Source: an optimization exercise on an open RTL-to-GDS flow (aim: small area, a short achievable clock period and few clock cycles per item). Production flows keep margins and buffers that such runs may drop.
Function was checked by simulation only, so behaviour that the tests miss may differ from the original.

**design/flow/flow/run.sh**
```bash
#!/bin/bash
set -euo pipefail
MARGIN=$(cat flow/margin.txt)
bash standard.sh SETUP_SLACK_MARGIN=$MARGIN finish > standard.log 2>&1
```
**design/flow/flow/margin.txt**
```
9.5
```
**design/flow/standard.sh**
```bash
#!/bin/bash
# synth_recipe.tcl (not shown) runs the flow's synth.tcl, then flattens the netlist and writes it again
# the make line also repeats each setting of config.mk as NAME=value (left out here)
make -C /OpenROAD-flow-scripts/flow DESIGN_CONFIG=/design/flow/config.mk WORK_HOME=/design/flow/orfs CLKGATE_MAP_FILE= SYNTH_SCRIPT=/design/flow/synth_recipe.tcl "${@:-finish}"
```
**design/flow/config.mk**
```make
export PLATFORM = sky130hd
export DESIGN_NAME = datapathTop
export DESIGN_NICKNAME = datapathTop
export VERILOG_FILES = /design/flow/design.v
export SDC_FILE = /design/flow/constraint.sdc
export NUM_CORES = 4
export LEC_CHECK = 0
export CAP_MARGIN = 20
export CORE_MARGIN = 2
export CORE_UTILIZATION = 45
export PLACE_DENSITY = 0.6
export SLEW_MARGIN = 20
```
**design/flow/constraint.sdc**
```tcl
create_clock -name core_clock -period 14.0 [get_ports {clock}]
set_input_delay 2.8000 -clock core_clock [delete_from_list [all_inputs] [get_ports {clock}]]
set_output_delay 2.8000 -clock core_clock [all_outputs]
set_load 0.01 [all_outputs]
```
**design/flow/design.v**
```verilog
package datapathPkg;
    typedef logic [32-1:0] word_t;
    typedef logic [$clog2(16)-1:0] regIdx_t;
    typedef enum logic [4:0] {
        opAdd, opSub, opAnd, opOr, opShl, opShr, opMul,
        opAddi, opAndi, opOri,
        opIn, opOut, opMfhi, opMflo
    } opcode_e;
endpackage
module busMux
(
    input  datapathPkg::word_t [16-1:0] regValues,
    input  datapathPkg::regIdx_t sel,
    output datapathPkg::word_t   data
);
    assign data = regValues[sel];
endmodule
module instrDecode
(
    input  logic                 clock,
    input  logic                 rstN,
    input  logic                 instrValid,
    input  logic [31:0]          instr,
    output logic                 busy,
    output logic                 done,
    output logic                 first,
    output datapathPkg::regIdx_t ra,
    output logic [18:0]          imm,
    output logic                 isImm,
    output logic                 isSub,
    output logic                 isShl,
    output logic [5:0]           resSel,
    output logic                 writesReg,
    output logic                 isOut,
    output logic                 isMul,
    output datapathPkg::regIdx_t selA,
    output datapathPkg::regIdx_t selB
);
    logic [4:0] opIn;
    logic [1:0] stepQ;
    assign opIn = instr[31:27];
    always_ff @(posedge clock)
    begin
        if (!rstN)
        begin
            busy <= 1'b0;
            done <= 1'b0;
        end
        else if (!busy)
        begin
            busy <= instrValid;
            done <= instrValid && (opIn != datapathPkg::opMul);
        end
        else
        begin
            busy <= !done;
            done <= isMul && (stepQ == 2'd2);
        end
    end
    always_ff @(posedge clock)
    begin
        if (!busy)
            stepQ <= 2'd0;
        else
            stepQ <= stepQ + 2'd1;
    end
    assign first = !stepQ[1] && !stepQ[0];
    always_ff @(posedge clock)
    begin
        if (!busy)
        begin
            ra        <= instr[26:23];
            imm       <= instr[18:0];
            isImm     <= (opIn == datapathPkg::opAddi) || (opIn == datapathPkg::opAndi) ||
                         (opIn == datapathPkg::opOri);
            isSub     <= (opIn == datapathPkg::opSub);
            isShl     <= (opIn == datapathPkg::opShl);
            resSel[0] <= (opIn == datapathPkg::opAdd) || (opIn == datapathPkg::opSub) ||
                         (opIn == datapathPkg::opAddi);
            resSel[1] <= (opIn == datapathPkg::opAnd) || (opIn == datapathPkg::opAndi);
            resSel[2] <= (opIn == datapathPkg::opOr)  || (opIn == datapathPkg::opOri);
            resSel[3] <= (opIn == datapathPkg::opShl) || (opIn == datapathPkg::opShr);
            resSel[4] <= (opIn == datapathPkg::opMfhi);
            resSel[5] <= (opIn == datapathPkg::opMflo);
            writesReg <= (opIn <= datapathPkg::opShr) ||
                         ((opIn >= datapathPkg::opAddi) && (opIn <= datapathPkg::opIn)) ||
                         (opIn == datapathPkg::opMfhi) || (opIn == datapathPkg::opMflo);
            isOut     <= (opIn == datapathPkg::opOut);
            isMul     <= (opIn == datapathPkg::opMul);
        end
    end
    assign selA = instr[22:19];
    assign selB = instr[30] ? instr[26:23] : instr[18:15];
endmodule
module aluExecute
(
    input  datapathPkg::word_t   a,
    input  datapathPkg::word_t   b,
    input  logic [18:0]          imm,
    input  logic                 isImm,
    input  logic                 isSub,
    input  logic                 isShl,
    input  logic [5:0]           resSel,
    input  datapathPkg::word_t   inPort,
    input  datapathPkg::word_t   hi,
    input  datapathPkg::word_t   lo,
    input  logic                 first,
    input  logic                 bPrev,
    output datapathPkg::word_t   result,
    output datapathPkg::word_t   hiNext,
    output datapathPkg::word_t   loNext
);
    datapathPkg::word_t  opB;
    datapathPkg::word_t  sum;
    datapathPkg::word_t  shIn;
    datapathPkg::word_t  shOut;
    datapathPkg::word_t  shRes;
    assign opB = isImm ? {{(32 - 19){imm[19-1]}}, imm} : b;
    assign sum = a + (opB ^ {32{isSub}}) + {{(32-1){1'b0}}, isSub};
    always_comb
    begin
        for (int i = 0; i < 32; i++)
            shIn[i] = isShl ? a[32-1-i] : a[i];
    end
    assign shOut = shIn >> opB[4:0];
    always_comb
    begin
        for (int i = 0; i < 32; i++)
            shRes[i] = isShl ? shOut[32-1-i] : shOut[i];
    end
    always_comb
    begin
        if (resSel[0])      result = sum;
        else if (resSel[1]) result = a & opB;
        else if (resSel[2]) result = a | opB;
        else if (resSel[3]) result = shRes;
        else if (resSel[4]) result = hi;
        else if (resSel[5]) result = lo;
        else                result = inPort;
    end
    logic [8:0]  bits;
    logic [39:0] rows [4];
    logic [3:0]  negs;
    logic [39:0] acc;
    logic [39:0] total;
    localparam logic [39:0] ROW_FIX = -(40'h1 << 31) - (40'h1 << 33) - (40'h1 << 35) -
                                      (40'h1 << 37) - (40'h1 << 39);
    assign bits = {b[7:0], bPrev};
    always_comb
    begin
        for (int k = 0; k < 4; k++)
        begin
            logic        one;
            logic        two;
            logic        neg;
            logic [33:0] mag;
            logic [33:0] p;
            one = bits[2*k] ^ bits[2*k+1];
            two = (bits[2*k+2] & !bits[2*k+1] & !bits[2*k]) |
                  (!bits[2*k+2] & bits[2*k+1] & bits[2*k]);
            neg = bits[2*k+2] & !(bits[2*k+1] & bits[2*k]);
            mag = one ? {{2{a[31]}}, a} : (two ? {a[31], a, 1'b0} : 34'd0);
            p   = neg ? ~mag : mag;
            rows[k] = 40'({!p[33], p[32:0]}) << (2*k);
            negs[k] = neg;
        end
    end
    assign acc = {8'd0, first | !hi[31], hi[30:0] & {31{!first}}};
    logic [39:0] nc;
    logic [39:0] s1, c1, s2, c2, s3, c3, s4, c4;
    assign nc = ROW_FIX | {33'd0, negs[3], 1'b0, negs[2], 1'b0, negs[1], 1'b0, negs[0]};
    assign s1 = rows[0] ^ rows[1] ^ rows[2];
    assign c1 = ((rows[0] & rows[1]) | (rows[0] & rows[2]) | (rows[1] & rows[2])) << 1;
    assign s2 = rows[3] ^ acc ^ nc;
    assign c2 = ((rows[3] & acc) | (rows[3] & nc) | (acc & nc)) << 1;
    assign s3 = s1 ^ c1 ^ s2;
    assign c3 = ((s1 & c1) | (s1 & s2) | (c1 & s2)) << 1;
    assign s4 = s3 ^ c3 ^ c2;
    assign c4 = ((s3 & c3) | (s3 & c2) | (c3 & c2)) << 1;
    assign total = s4 + c4;
    assign hiNext = total[39:8];
    assign loNext = {total[7:0], lo[31:8]};
endmodule
module resultRegs
(
    input  logic                 clock,
    input  logic                 rstN,
    input  logic                 regWrite,
    input  datapathPkg::regIdx_t destReg,
    input  datapathPkg::word_t   result,
    input  logic                 hiloWrite,
    input  datapathPkg::word_t   hiNext,
    input  datapathPkg::word_t   loNext,
    input  logic                 outWrite,
    input  datapathPkg::word_t   outData,
    output datapathPkg::word_t [16-1:0] regValues,
    output datapathPkg::word_t   hi,
    output datapathPkg::word_t   lo,
    output datapathPkg::word_t   outPort
);
    datapathPkg::word_t wData;
    assign wData = result & {32{rstN}};
    always_ff @(posedge clock)
    begin
        for (int i = 0; i < 16; i++)
        begin
            if (!rstN || (regWrite && destReg == 4'(i)))
                regValues[i] <= wData;
        end
    end
    always_ff @(posedge clock)
    begin
        if (!rstN || hiloWrite)
        begin
            hi <= hiNext & {32{rstN}};
            lo <= loNext & {32{rstN}};
        end
        if (!rstN || outWrite)
            outPort <= outData & {32{rstN}};
    end
endmodule
module datapathTop
(
    input  logic                clock,
    input  logic                rstN,
    input  logic                instrValid,
    input  logic [31:0]         instr,
    input  datapathPkg::word_t  inPort,
    output logic                done,
    output datapathPkg::word_t  outPort
);
    datapathPkg::word_t [16-1:0] regValues;
    datapathPkg::word_t   hi;
    datapathPkg::word_t   lo;
    datapathPkg::word_t   hiNext;
    datapathPkg::word_t   loNext;
    datapathPkg::word_t   portA;
    datapathPkg::word_t   portB;
    datapathPkg::word_t   aQ;
    datapathPkg::word_t   bQ;
    logic                 bPrev;
    datapathPkg::word_t   result;
    datapathPkg::regIdx_t ra;
    datapathPkg::regIdx_t selA;
    datapathPkg::regIdx_t selB;
    logic [18:0]          imm;
    logic                 isImm;
    logic                 isSub;
    logic                 isShl;
    logic [5:0]           resSel;
    logic                 writesReg;
    logic                 isOut;
    logic                 isMul;
    logic                 first;
    logic                 busy;
    instrDecode instrDecode_i
    (
        .clock      (clock),
        .rstN       (rstN),
        .instrValid (instrValid),
        .instr      (instr),
        .busy       (busy),
        .done       (done),
        .first      (first),
        .ra         (ra),
        .imm        (imm),
        .isImm      (isImm),
        .isSub      (isSub),
        .isShl      (isShl),
        .resSel     (resSel),
        .writesReg  (writesReg),
        .isOut      (isOut),
        .isMul      (isMul),
        .selA       (selA),
        .selB       (selB)
    );
    busMux portA_i (.regValues (regValues), .sel (selA), .data (portA));
    busMux portB_i (.regValues (regValues), .sel (selB), .data (portB));
    always_ff @(posedge clock)
    begin
        if (!busy)
        begin
            aQ    <= portA;
            bQ    <= portB;
            bPrev <= 1'b0;
        end
        else
        begin
            bQ    <= {8'd0, bQ[31:8]};
            bPrev <= bQ[7];
        end
    end
    aluExecute aluExecute_i
    (
        .a      (aQ),
        .b      (bQ),
        .imm    (imm),
        .isImm  (isImm),
        .isSub  (isSub),
        .isShl  (isShl),
        .resSel (resSel),
        .inPort (inPort),
        .hi     (hi),
        .lo     (lo),
        .first  (first),
        .bPrev  (bPrev),
        .result (result),
        .hiNext (hiNext),
        .loNext (loNext)
    );
    resultRegs resultRegs_i
    (
        .clock     (clock),
        .rstN      (rstN),
        .regWrite  (done && writesReg),
        .destReg   (ra),
        .result    (result),
        .hiloWrite (busy && isMul),
        .hiNext    (hiNext),
        .loNext    (loNext),
        .outWrite  (done && isOut),
        .outData   (bQ),
        .regValues (regValues),
        .hi        (hi),
        .lo        (lo),
        .outPort   (outPort)
    );
endmodule
```
==> flow_metrics.tcl <==
set metrics [dict create \
    status "complete, no violations" \
    arrival_ns 6.02 \
    cts_hold_buf 0 \
    ff2ff_setup_slack_ns 8.51 \
    slew_headroom_pct 31.8 \
    min_path_cells 1 \
    synth_area_um2 45100 \
    wl_met3_um 12400 \
    ant_nets 0 \
    slowest_stage "fa_1" \
    drt_iter0_drc 3758 \
    worstMarginPinSlew_ns 1.02 \
    fmax_mhz 182 \
    clk_pin_slew_ns 0.06 \
    drt_wl_total_um 151000 \
    postSynthAreaPerCell_um2 12.7 \
    grt_pass1_vias 31251 \
    antenna_found_initial 7 \
    grt_start_max_net_pins 70 \
    dr.pass1.iters 5 \
    crit_top_cell "a21o_1" \
    most-common-layout-cells "edfxtp_1 (675), mux4_2 (303), nand2_1 (268)" \
    synth.distinct_cells 81 \
    timing.setup.critical_path_class "reg2reg" \
    wl_per_cell_um 29.7 \
    critical_path_peak_fanout 7 \
    ys_seq_area_share_pct 46.6 \
    grt_pass1_wl_um 216000 \
    syn_nets 3844 \
    routed.top_layer "met5" \
    hold_class "reg2reg" \
    hold_violations 0 \
    numCtsBuffers 79 \
    path_cells "ha_4, a211oi_4, buf_6, buf_12, buf_12, buf_4, nor2_1, xor2_1, fa_1, inv_1, fa_2, fa_1, inv_1, ha_4, a21o_1, a21o_1, a21o_1, a31oi_2, o31ai_2, nor2b_1, a211o_1, or4_1, nand3b_1" \
    htreeDepth 3 \
    slowest_delay_ns 0.56 \
    yosysTopAreaCellShare_pct 44.9 \
    root_buffer "clkbuf_16" \
    final_layout_size_suffix_gt1_share_pct 24.5 \
    critPathCaptureType "register" \
    multiInputGateArea_um2 23800 \
    initial_utilization_pct 45.2 \
    die_x_um 321 \
    port-buffer-count 99 \
    area_growth_pct 19.0 \
    core_um2 99700 \
    cts_tree "yes" \
    fin_tns_setup_ns 0 \
    start_kind "register" \
    vias 31814 \
    skew_ns 0.0492 \
    io_pins 100 \
    rows 116 \
    worstPathRequired_ns 14.53 \
    place_congestion 0.957 \
    nets 3999 \
    report.final.slew_viol_count 0 \
    clkLatencyLatePin_ns 0.69 \
    ys_seq_elements 712 \
    fill_cells 8292 \
    register_area_um2 21000 \
    setup_violations 0 \
    layout_min_cycle_time_ns 5.49 \
    hpwl_um 92200 \
    die_area_um2 103000 \
    synthCells 3564 \
    final_common_cell "edfxtp_1" \
    synth_largest_area_cell "edfxtp_1" \
    via_per_inst 6.26 \
    synth_ff_type "edfxtp_1" \
    cts.path.max_buffers 3 \
    synth_area_leaders "edfxtp_1 (45%), mux4_2 (15%), mux2i_1 (5.7%)" \
    wl_met1_um 58600 \
    die_h_um 321 \
    rsz0062_at_grt "true" \
    reg2reg_depth 23 \
    grt-ovfl-total 0 \
    grtUsageTotal_pct 29.0 \
    yosys_warnings 5 \
    synth-edff-count 675 \
    max_cap_violations 0 \
    met2_length_um 72900 \
    ys_async_sr_fraction_pct 0 \
    finalCritPeriodShare_pct 39.2 \
    cts_sinks 712 \
    remaining_drc_errors 0 \
]
## per-stage QoR
stage / hold slack [ns] / instance area [um2] / util [%] / worst slack, ns / instances
final: 0.410 / 53700 / 53.8 / 8.51 / 5085
after global routing: 0.449 / 53700 / 53.8 / 8.37 / 5084
after CTS: 0.413 / 53000 / 53.1 / 8.49 / 5050
after detailed placement: 0.405 / 48000 / 48.1 / 6.45 / 4792
after global placement: 0.403 / 47900 / 48.0 / 6.53 / 4790
after floorplan: 0.393 / 45800 / - / 8.82 / 3564
## synth_stat cells, drive strengths merged (13+ instances only)
cell,instances
a211oi,26
a21o,24
a21oi,175
and2,75
and3,13
buf,72
clkbuf,186
dfxtp,37
edfxtp,675
fa,98
ha,115
inv,216
mux2,43
mux2i,258
mux4,305
nand2,276
nand2b,29
nand3,55
nor2,235
nor2b,46
nor3,34
o211ai,15
o21a,18
o21ai,159
o22ai,15
xnor2,64
xor2,142
## sequential cells by signal (all words and copies together), names as in the netlist, 2 cells and up
register and cells:
resultRegs_i.regValues 512, resultRegs_i.hi 32, resultRegs_i.outPort 32, bQ 32
aQ 32, instrDecode_i.resSel 6, resultRegs_i.lo 32, instrDecode_i.stepQ 2
instrDecode_i.imm 19, instrDecode_i.ra 4
## area by class of cell
type / count / area share, %
Antenna cell: 2 / 0.00932
Sequential cell: 712 / 39.2
Multi-Input combinational cell: 2379 / 44.3
Timing Repair Buffer: 331 / 6.94
Inverter: 216 / 1.52
Clock inverter: 55 / 1.23
Clock buffer: 92 / 3.83
Tap cell: 1298 / 3.03
## critical path, delay by kind of cell (launching register included)
family,cells,cell delay (ns)
XOR/XNOR,1,0.16
AO/OA/AOI/OAI,7,1.41
adder cells (fa/ha/maj),5,1.93
AND/OR/NAND/NOR,4,0.77
flip-flops,1,0.41
buffers and inverters,6,0.67
## per-layer routing
metal	vias up	track usage, %
met2	1583	48.1
met3	318	4.93
met5	-	0
met4	4	12.2
li1	13633	-
met1	16276	37.8
## timing repair
| action | in CTS | in global routing |
|---|---|---|
| cloned | 14 | 4 |
| gates resized for setup | 196 | 86 |
| pin swaps | 39 | 29 |
| buffers inserted | 97 | 29 |
| setup endpoints to repair | 558 | 273 |
## worst paths after layout
kind	from	endpoint
max reg2reg	bQ[3]$_DFF_P_	resultRegs_i.hi[28]$_DFFE_PP_
max	bQ[3]$_DFF_P_	resultRegs_i.hi[28]$_DFFE_PP_
min	instrDecode_i.stepQ[0]$_SDFF_PN0_	instrDecode_i.stepQ[0]$_SDFF_PN0_
min reg2reg	instrDecode_i.stepQ[0]$_SDFF_PN0_	instrDecode_i.stepQ[0]$_SDFF_PN0_
## kinds of logic after synthesis
group | after synthesis | share of synthesized area, %
buf+inv | 474 | 4.12
simple gates | 806 | 8.18
xor+xnor | 206 | 4.00
flops | 712 | 46.6
fa+ha+maj | 214 | 7.56
compound gates | 546 | 7.46
mux | 606 | 22.1
Testbench counts, summed over its fixed seeds: cycles 53,847, instrs 24,000.

-- re-timing with driven ports --
In the flow no input, the clock included, has a driving cell. The finished layout below was timed again as built, in two steps. Step 1 sets driving cells, clkbuf_16 on the clock port and buf_2 on the other inputs (assumed; they add their load-dependent delay and slew). Step 2, shift: input delay + t, output delay - t, t = (earliest + latest rising clock arrival at the registers) / 2. This alone moves slack from input paths to output paths. Slacks: ideal / step 1 / step 2; pairs: ideal / step 1.
t (ns): 0.739
setup WS [ns]: 8.509 / 8.509 / 8.509
latest minus earliest clock arrival (ns): 0.050 / 0.050
After both steps this run still meets setup and hold. For this run, drivers alone change the setup slack by 0.000 ns; drivers and shift together by 0.000 ns.
